Source: an optimization exercise on an open RTL-to-GDS flow (aim: small area). Production flows keep margins and buffers that such runs may drop. In this exercise RTL edits were held to simulation tests only and were not proved equivalent to the original. Power is estimated from default activity; no workload was simulated.

== alpha ==
==> flow/design.v (excerpt) <==
module armDpTop (
  input  logic        clk,
  input  logic        rstN,
  input  logic        instrValid,
  input  logic [31:0] instr,
  output logic        resultValid,
  output logic        resultWrote,
  output logic [3:0]  resultRd,
  output logic [31:0] resultData,
  output logic [3:0]  flags
);
clock: 6.5 ns
lec_check: 0
cap_margin: 20
core_margin: 2
core_utilization: 60
slew_margin: 20
synth_hierarchical: 1
synth_minimum_keep_size: 0
run.sh (not shown) runs the stock make flow with config.mk's settings and CLKGATE_MAP_FILE= SYNTH_SCRIPT=/design/flow/synth_recipe.tcl, a recipe that flattens the netlist after the stock synthesis.
alpha went all the way through the flow, and no timing, DRC or antenna check failed.
Here is what was changed in the inputs of beta compared with alpha.
Settings: a change of CORE_UTILIZATION from 60 to 40.
==> flow/flow/run.sh (new file) <==
#!/bin/bash
# The standard layout (standard.sh, unchanged synthesis) with two extra ORFS settings:
# port buffers are buf_2 cells instead of the default delay-buffer pick, and after
# global routing non-critical cells are sized down (ORFS's RECOVER_POWER step).
# make's full output goes to standard_make.log; each ORFS step also keeps its own
# log under orfs/logs/.
set -euo pipefail
bash standard.sh \
  "BUFFER_PORTS_ARGS=-buffer_cell sky130_fd_sc_hd__buf_2" \
  "RECOVER_POWER=100" \
  finish > standard_make.log 2>&1
==> flow/standard.sh (new file) <==
#!/bin/bash
# synth_recipe.tcl (not shown) runs the flow's synth.tcl, then flattens the netlist and writes it again
# the make line also repeats each setting of config.mk as NAME=value (left out here)
make -C /OpenROAD-flow-scripts/flow DESIGN_CONFIG=/design/flow/config.mk WORK_HOME=/design/flow/orfs CLKGATE_MAP_FILE= SYNTH_SCRIPT=/design/flow/synth_recipe.tcl "${@:-finish}"
removed: flow/run.sh
--- outcome ---
Design area sits lower in beta than in alpha.
alpha → beta: sum of net half-perimeters after detailed placement shows an increase of 2300 um; total length of routed wires shows an increase of 0.91%.
Final critical-path setup slack of beta is on par with alpha.
Looking across alpha and beta, the single run that reached the end with no open violations was alpha.
beta finished all stages; however, its layout fails the closing checks, the failures being max-capacitance violations, max-slew violations.
beta packs its core more loosely than alpha.
| critical path depth | higher: beta |
[compare] base=alpha new=beta: via count has decreased; data arrival time of the worst path was more or less identical; number of signal-net buffers in the layout fell 15%.
Re fraction of layout instances using a drive strength above 1: beta is 5.5 points down on alpha.
What gamma does differently from beta at the input level:
Settings: an added GPL_TIMING_DRIVEN of 0.
==> flow/run.sh (new file) <==
#!/bin/bash
# synth_recipe.tcl (not shown) runs the flow's synth.tcl, then flattens the netlist and writes it again
# the make line also repeats each setting of config.mk as NAME=value (left out here)
make -C /OpenROAD-flow-scripts/flow DESIGN_CONFIG=/design/flow/config.mk WORK_HOME=/design/flow/orfs CLKGATE_MAP_FILE= SYNTH_SCRIPT=/design/flow/synth_recipe.tcl finish
removed: flow/flow/run.sh
removed: flow/standard.sh
STATUS run=gamma STAGES=ALL_DONE FINAL_CHECKS=FAILED CAUSE=negative setup slack
The lower sequential cell area share of gamma and beta is in gamma.
| final routed wirelength across all metal layers | gamma vs beta | worse |
The delay of the slowest cell on the worst path number comes out lower for beta vs gamma.
Summary — post-synthesis to final-layout area growth, gamma relative to beta: higher, by 2.5 points.

========
The RTL this note starts from:
==> flow/design.v <==
`timescale 1ns/1ps
`timescale 1ns/1ps
module regFile (
  input  logic        clk,
  input  logic [15:0] we,
  input  logic [31:0] wd,
  input  logic [15:0] selA,
  input  logic [15:0] selB,
  output logic [31:0] rdA,
  output logic [31:0] rdB
);
  logic [31:0] regs [0:15];
  always_ff @(posedge clk)
  begin
    for (int i = 0; i < 16; i++)
    begin
      if (we[i])
      begin
        regs[i] <= wd;
      end
    end
  end
  always_comb
  begin
    rdA = '0;
    rdB = '0;
    for (int i = 0; i < 16; i++)
    begin
      rdA = rdA | (regs[i] & {32{selA[i]}});
      rdB = rdB | (regs[i] & {32{selB[i]}});
    end
  end
endmodule
`timescale 1ns/1ps
`timescale 1ns/1ps
module executeUnit (
  input  logic        en,
  input  logic [31:0] a,
  input  logic [31:0] b,
  input  logic [3:0]  opc,
  input  logic        cFlag,
  output logic [31:0] result,
  output logic        arith,
  output logic        carry,
  output logic        ovf
);
  logic invA;
  logic invB;
  logic cin;
  always_comb
  begin
    invA  = 1'b0;
    invB  = 1'b0;
    arith = 1'b1;
    cin   = 1'b0;
    case (opc)
      4'd2, 4'd10:  begin invB = 1'b1; cin = 1'b1; end
      4'd3:         begin invA = 1'b1; cin = 1'b1; end
      4'd4, 4'd11:  begin end
      4'd5:         begin cin = cFlag; end
      4'd6:         begin invB = 1'b1; cin = cFlag; end
      4'd7:         begin invA = 1'b1; cin = cFlag; end
      4'd14, 4'd15: begin invB = 1'b1; arith = 1'b0; end
      default:      begin arith = 1'b0; end
    endcase
  end
  logic [31:0] x;
  logic [31:0] y;
  logic [31:0] p;
  logic [31:0] g;
  assign x = a ^ {32{invA}};
  assign y = b ^ {32{invB}};
  assign p = x ^ y;
  assign g = x & y;
  logic [31:0] gp;
  logic [31:0] pp;
  always_comb
  begin
    gp = g;
    pp = p;
    gp[0] = p[0] ? cin : g[0];
    for (int l = 1; l < 32; l = l * 2)
    begin
      for (int i = 2*l - 1; i < 32; i = i + 2*l)
      begin
        gp[i] = pp[i] ? gp[i-l] : gp[i];
        pp[i] = pp[i] & pp[i-l];
      end
    end
    for (int l = 8; l >= 1; l = l / 2)
    begin
      for (int i = 3*l - 1; i < 32; i = i + 2*l)
      begin
        gp[i] = pp[i] ? gp[i-l] : gp[i];
        pp[i] = pp[i] & pp[i-l];
      end
    end
  end
  logic [32:0] c;
  logic [31:0] sum;
  logic [31:0] lv;
  assign c   = {gp, cin};
  assign sum = p ^ c[31:0];
  always_comb
  begin
    case (opc)
      4'd1, 4'd9:   lv = p;        
      4'd12:        lv = p | g;    
      4'd13, 4'd15: lv = y;        
      default:      lv = g;        
    endcase
  end
  assign result = (sum & {32{en & arith}}) | (lv & {32{en & ~arith}});
  assign carry  = c[32];
  assign ovf    = c[32] ^ c[31];
endmodule
`timescale 1ns/1ps
`timescale 1ns/1ps
module armDpTop (
  input  logic        clk,
  input  logic        rstN,
  input  logic        instrValid,
  input  logic [31:0] instr,
  output logic        resultValid,
  output logic        resultWrote,
  output logic [3:0]  resultRd,
  output logic [31:0] resultData,
  output logic [3:0]  flags
);
  logic       immSel;
  logic [3:0] opc;
  logic       setFlags;
  logic [3:0] rn;
  logic [3:0] rd;
  logic [3:0] rot;
  logic [7:0] imm8;
  logic [3:0] rm;
  assign immSel   = instr[25];
  assign opc      = instr[24:21];
  assign setFlags = instr[20];
  assign rn       = instr[19:16];
  assign rd       = instr[15:12];
  assign rot      = instr[11:8];
  assign imm8     = instr[7:0];
  assign rm       = instr[3:0];
  logic        validQ;
  logic        wroteQ;
  logic [3:0]  rdQ;
  logic [31:0] dataQ;
  logic        nQ;
  logic        cQ;
  logic        vQ;
  logic [15:0] selA;
  logic [15:0] selB;
  logic [15:0] rotHot;
  logic [15:0] we;
  logic        isTest;
  assign isTest = (opc[3:2] == 2'b10);
  always_comb
  begin
    for (int i = 0; i < 16; i++)
    begin
      selA[i]   = (rn == i);
      selB[i]   = (rm == i) & ~immSel;
      rotHot[i] = (rot == i) & immSel;
      we[i]     = ~rstN | (instrValid & ~isTest & (rd == i));
    end
  end
  logic [31:0] rdA;
  logic [31:0] rdB;
  logic [31:0] result;
  regFile regFile0 (
    .clk  (clk),
    .we   (we),
    .wd   (result),
    .selA (selA),
    .selB (selB),
    .rdA  (rdA),
    .rdB  (rdB)
  );
  logic [31:0] immOp;
  always_comb
  begin
    for (int j = 0; j < 32; j++)
    begin
      immOp[j] = 1'b0;
      for (int r = 0; r < 16; r++)
      begin
        if (((j + 2*r) % 32) < 8)
        begin
          immOp[j] = immOp[j] | (rotHot[r] & imm8[(j + 2*r) % 32]);
        end
      end
    end
  end
  logic arith;
  logic carry;
  logic ovf;
  executeUnit executeUnit0 (
    .en     (rstN),
    .a      (rdA),
    .b      (rdB | immOp),
    .opc    (opc),
    .cFlag  (cQ),
    .result (result),
    .arith  (arith),
    .carry  (carry),
    .ovf    (ovf)
  );
  logic zFromData;
  logic zQ;
  logic zOut;
  logic [2:0] ncvNew;
  assign zOut   = zFromData ? (dataQ == 32'b0) : zQ;
  assign ncvNew = {result[31],
                   arith ? carry : cQ,
                   arith ? ovf : vQ};
  always_ff @(posedge clk)
  begin
    validQ <= rstN & instrValid;
    wroteQ <= ~isTest;
    rdQ    <= rd;
    dataQ  <= result;
    if (!rstN)
    begin
      nQ        <= 1'b0;
      cQ        <= 1'b0;
      vQ        <= 1'b0;
      zFromData <= 1'b0;
      zQ        <= 1'b0;
    end
    else
    begin
      if (instrValid & setFlags)
      begin
        nQ        <= ncvNew[2];
        cQ        <= ncvNew[1];
        vQ        <= ncvNew[0];
        zFromData <= 1'b1;
      end
      else
      begin
        zFromData <= 1'b0;
        zQ        <= zOut;
      end
    end
  end
  assign resultValid = validQ;
  assign resultWrote = wroteQ;
  assign resultRd    = rdQ;
  assign resultData  = dataQ;
  assign flags       = {nQ, zOut, cQ, vQ};
endmodule
export LEC_CHECK = 0
export CAP_MARGIN = 20
export CORE_MARGIN = 2
export CORE_UTILIZATION = 40
export CTS_CLUSTER_DIAMETER = 120
export CTS_CLUSTER_SIZE = 26
export SETUP_SLACK_MARGIN = 0.1
export SLEW_MARGIN = 20
export SYNTH_HIERARCHICAL = 1
export SYNTH_MINIMUM_KEEP_SIZE = 0
create_clock -name core_clock -period 6.5 [get_ports {clk}]
standard.sh (not shown) runs the stock make flow with config.mk's settings and CLKGATE_MAP_FILE= SYNTH_SCRIPT=/design/flow/synth_recipe.tcl, a recipe that flattens the netlist after the stock synthesis.
==> flow/flow/run.sh <==
#!/bin/bash
# The standard layout (standard.sh, unchanged synthesis) with extra ORFS settings:
# port buffers are buf_2 cells instead of the default delay-buffer pick; after
# global routing non-critical cells are sized down (ORFS's RECOVER_POWER step) and
# flow/post_grt.tcl then repairs slew, capacitance and setup again.
# make's full output goes to standard_make.log; each ORFS step also keeps its own
# log under orfs/logs/.
set -euo pipefail
bash standard.sh \
  "BUFFER_PORTS_ARGS=-buffer_cell sky130_fd_sc_hd__buf_2" \
  "RECOVER_POWER=100" \
  "POST_GLOBAL_ROUTE_TCL=$PWD/flow/post_grt.tcl" \
  finish > standard_make.log 2>&1
==> flow/flow/post_grt.tcl <==
# Runs at the end of ORFS's global-route step, after its power recovery has sized
# cells down: repair the slew and capacitance that left, then setup, with the same
# incremental re-route and legalisation the step uses around its own repairs.
log_cmd global_route -start_incremental
repair_design_helper
log_cmd detailed_placement
log_cmd global_route -end_incremental \
  -congestion_report_file $::env(REPORTS_DIR)/congestion_post_bench_repair.rpt
log_cmd estimate_parasitics -global_routing
log_cmd global_route -start_incremental
repair_timing_helper -setup
log_cmd detailed_placement
log_cmd global_route -end_incremental \
  -congestion_report_file $::env(REPORTS_DIR)/congestion_post_bench_timing.rpt
log_cmd estimate_parasitics -global_routing
report_metrics 5 "global route after bench repair"
Change:
==> flow/run.sh (new file) <==
#!/bin/bash
# synth_recipe.tcl (not shown) runs the flow's synth.tcl, then flattens the netlist and writes it again
# the make line also repeats each setting of config.mk as NAME=value (left out here)
make -C /OpenROAD-flow-scripts/flow DESIGN_CONFIG=/design/flow/config.mk WORK_HOME=/design/flow/orfs CLKGATE_MAP_FILE= SYNTH_SCRIPT=/design/flow/synth_recipe.tcl finish
Settings changed: SETUP_SLACK_MARGIN 0.1 to unset.
removed: flow/flow/run.sh
removed: flow/flow/post_grt.tcl
removed: flow/standard.sh
What happened:
- The new run finished clean
- core utilization goes up by 1.1 points
- design area goes up by 2.3%
- power goes up by 2.9%
Change:
==> flow/flow/run.sh (new file) <==
#!/bin/bash
# The standard layout (standard.sh, unchanged synthesis) with one extra ORFS setting:
# port buffers are buf_2 cells instead of the default delay-buffer pick.
# make's full output goes to standard_make.log; each ORFS step also keeps its own
# log under orfs/logs/.
set -euo pipefail
bash standard.sh \
  "BUFFER_PORTS_ARGS=-buffer_cell sky130_fd_sc_hd__buf_2" \
  finish > standard_make.log 2>&1
==> flow/standard.sh (new file) <==
#!/bin/bash
# synth_recipe.tcl (not shown) runs the flow's synth.tcl, then flattens the netlist and writes it again
# the make line also repeats each setting of config.mk as NAME=value (left out here)
make -C /OpenROAD-flow-scripts/flow DESIGN_CONFIG=/design/flow/config.mk WORK_HOME=/design/flow/orfs CLKGATE_MAP_FILE= SYNTH_SCRIPT=/design/flow/synth_recipe.tcl "${@:-finish}"
removed: flow/run.sh
What happened:
- die area does not change
- non-clock buffer count drops by 75
- combinational power goes down by 14%
- worst setup slack improved by 0.12 ns
- design area came out lower by 3.6%
- global-route usage decreases by 0.92 points
- first-iteration DRC count falls by 3.0%
- final cell count came out lower by 2.3%

==> what the ideal ports hide <==
In the flow no input, the clock included, has a driving cell. The finished layouts below were timed again as built, in two steps. Step 1 (the two cells are an assumption about what drives the block):
set clk [get_ports {clk}]
set_driving_cell -lib_cell sky130_fd_sc_hd__clkbuf_16 $clk
set_driving_cell -lib_cell sky130_fd_sc_hd__buf_2 [delete_from_list [all_inputs] $clk]
Step 2 also shifts input and output timing later by t, the mid clock arrival at the registers, as if the neighbouring blocks saw the same clock. Slacks: no drivers / after step 1 / after step 2; pairs: no drivers / after step 1.
| run | t (ns) | slack for setup (ns) | worst register clock-pin slew, ns | worst slew at a driven data input, ns | pins driven straight from the clock port |
|---|---|---|---|---|---|
| alpha | 0.685 | 0.181 / 0.219 / -0.466 | 0.07 / 0.07 | 0.16 | 1 |
| beta | 0.677 | 0.181 / 0.218 / -0.460 | 0.07 / 0.07 | 0.09 | 1 |
| gamma | 0.694 | -0.224 / -0.195 / -0.888 | 0.07 / 0.07 | 0.07 | 1 |
| the first run of note 2 | 0.655 | 0.254 / 0.206 / -0.449 | 0.12 / 0.12 | 0.16 | 1 |
| the second run of note 2 | 0.660 | 0.141 / 0.182 / -0.478 | 0.12 / 0.12 | 0.04 | 1 |
| the third run of note 2 | 0.671 | 0.260 / 0.288 / -0.382 | 0.11 / 0.11 | 0.12 | 1 |
The setup slack of the first run of note 2, which loses most, moves by -0.048 ns with the drivers and by -0.703 ns with both steps.
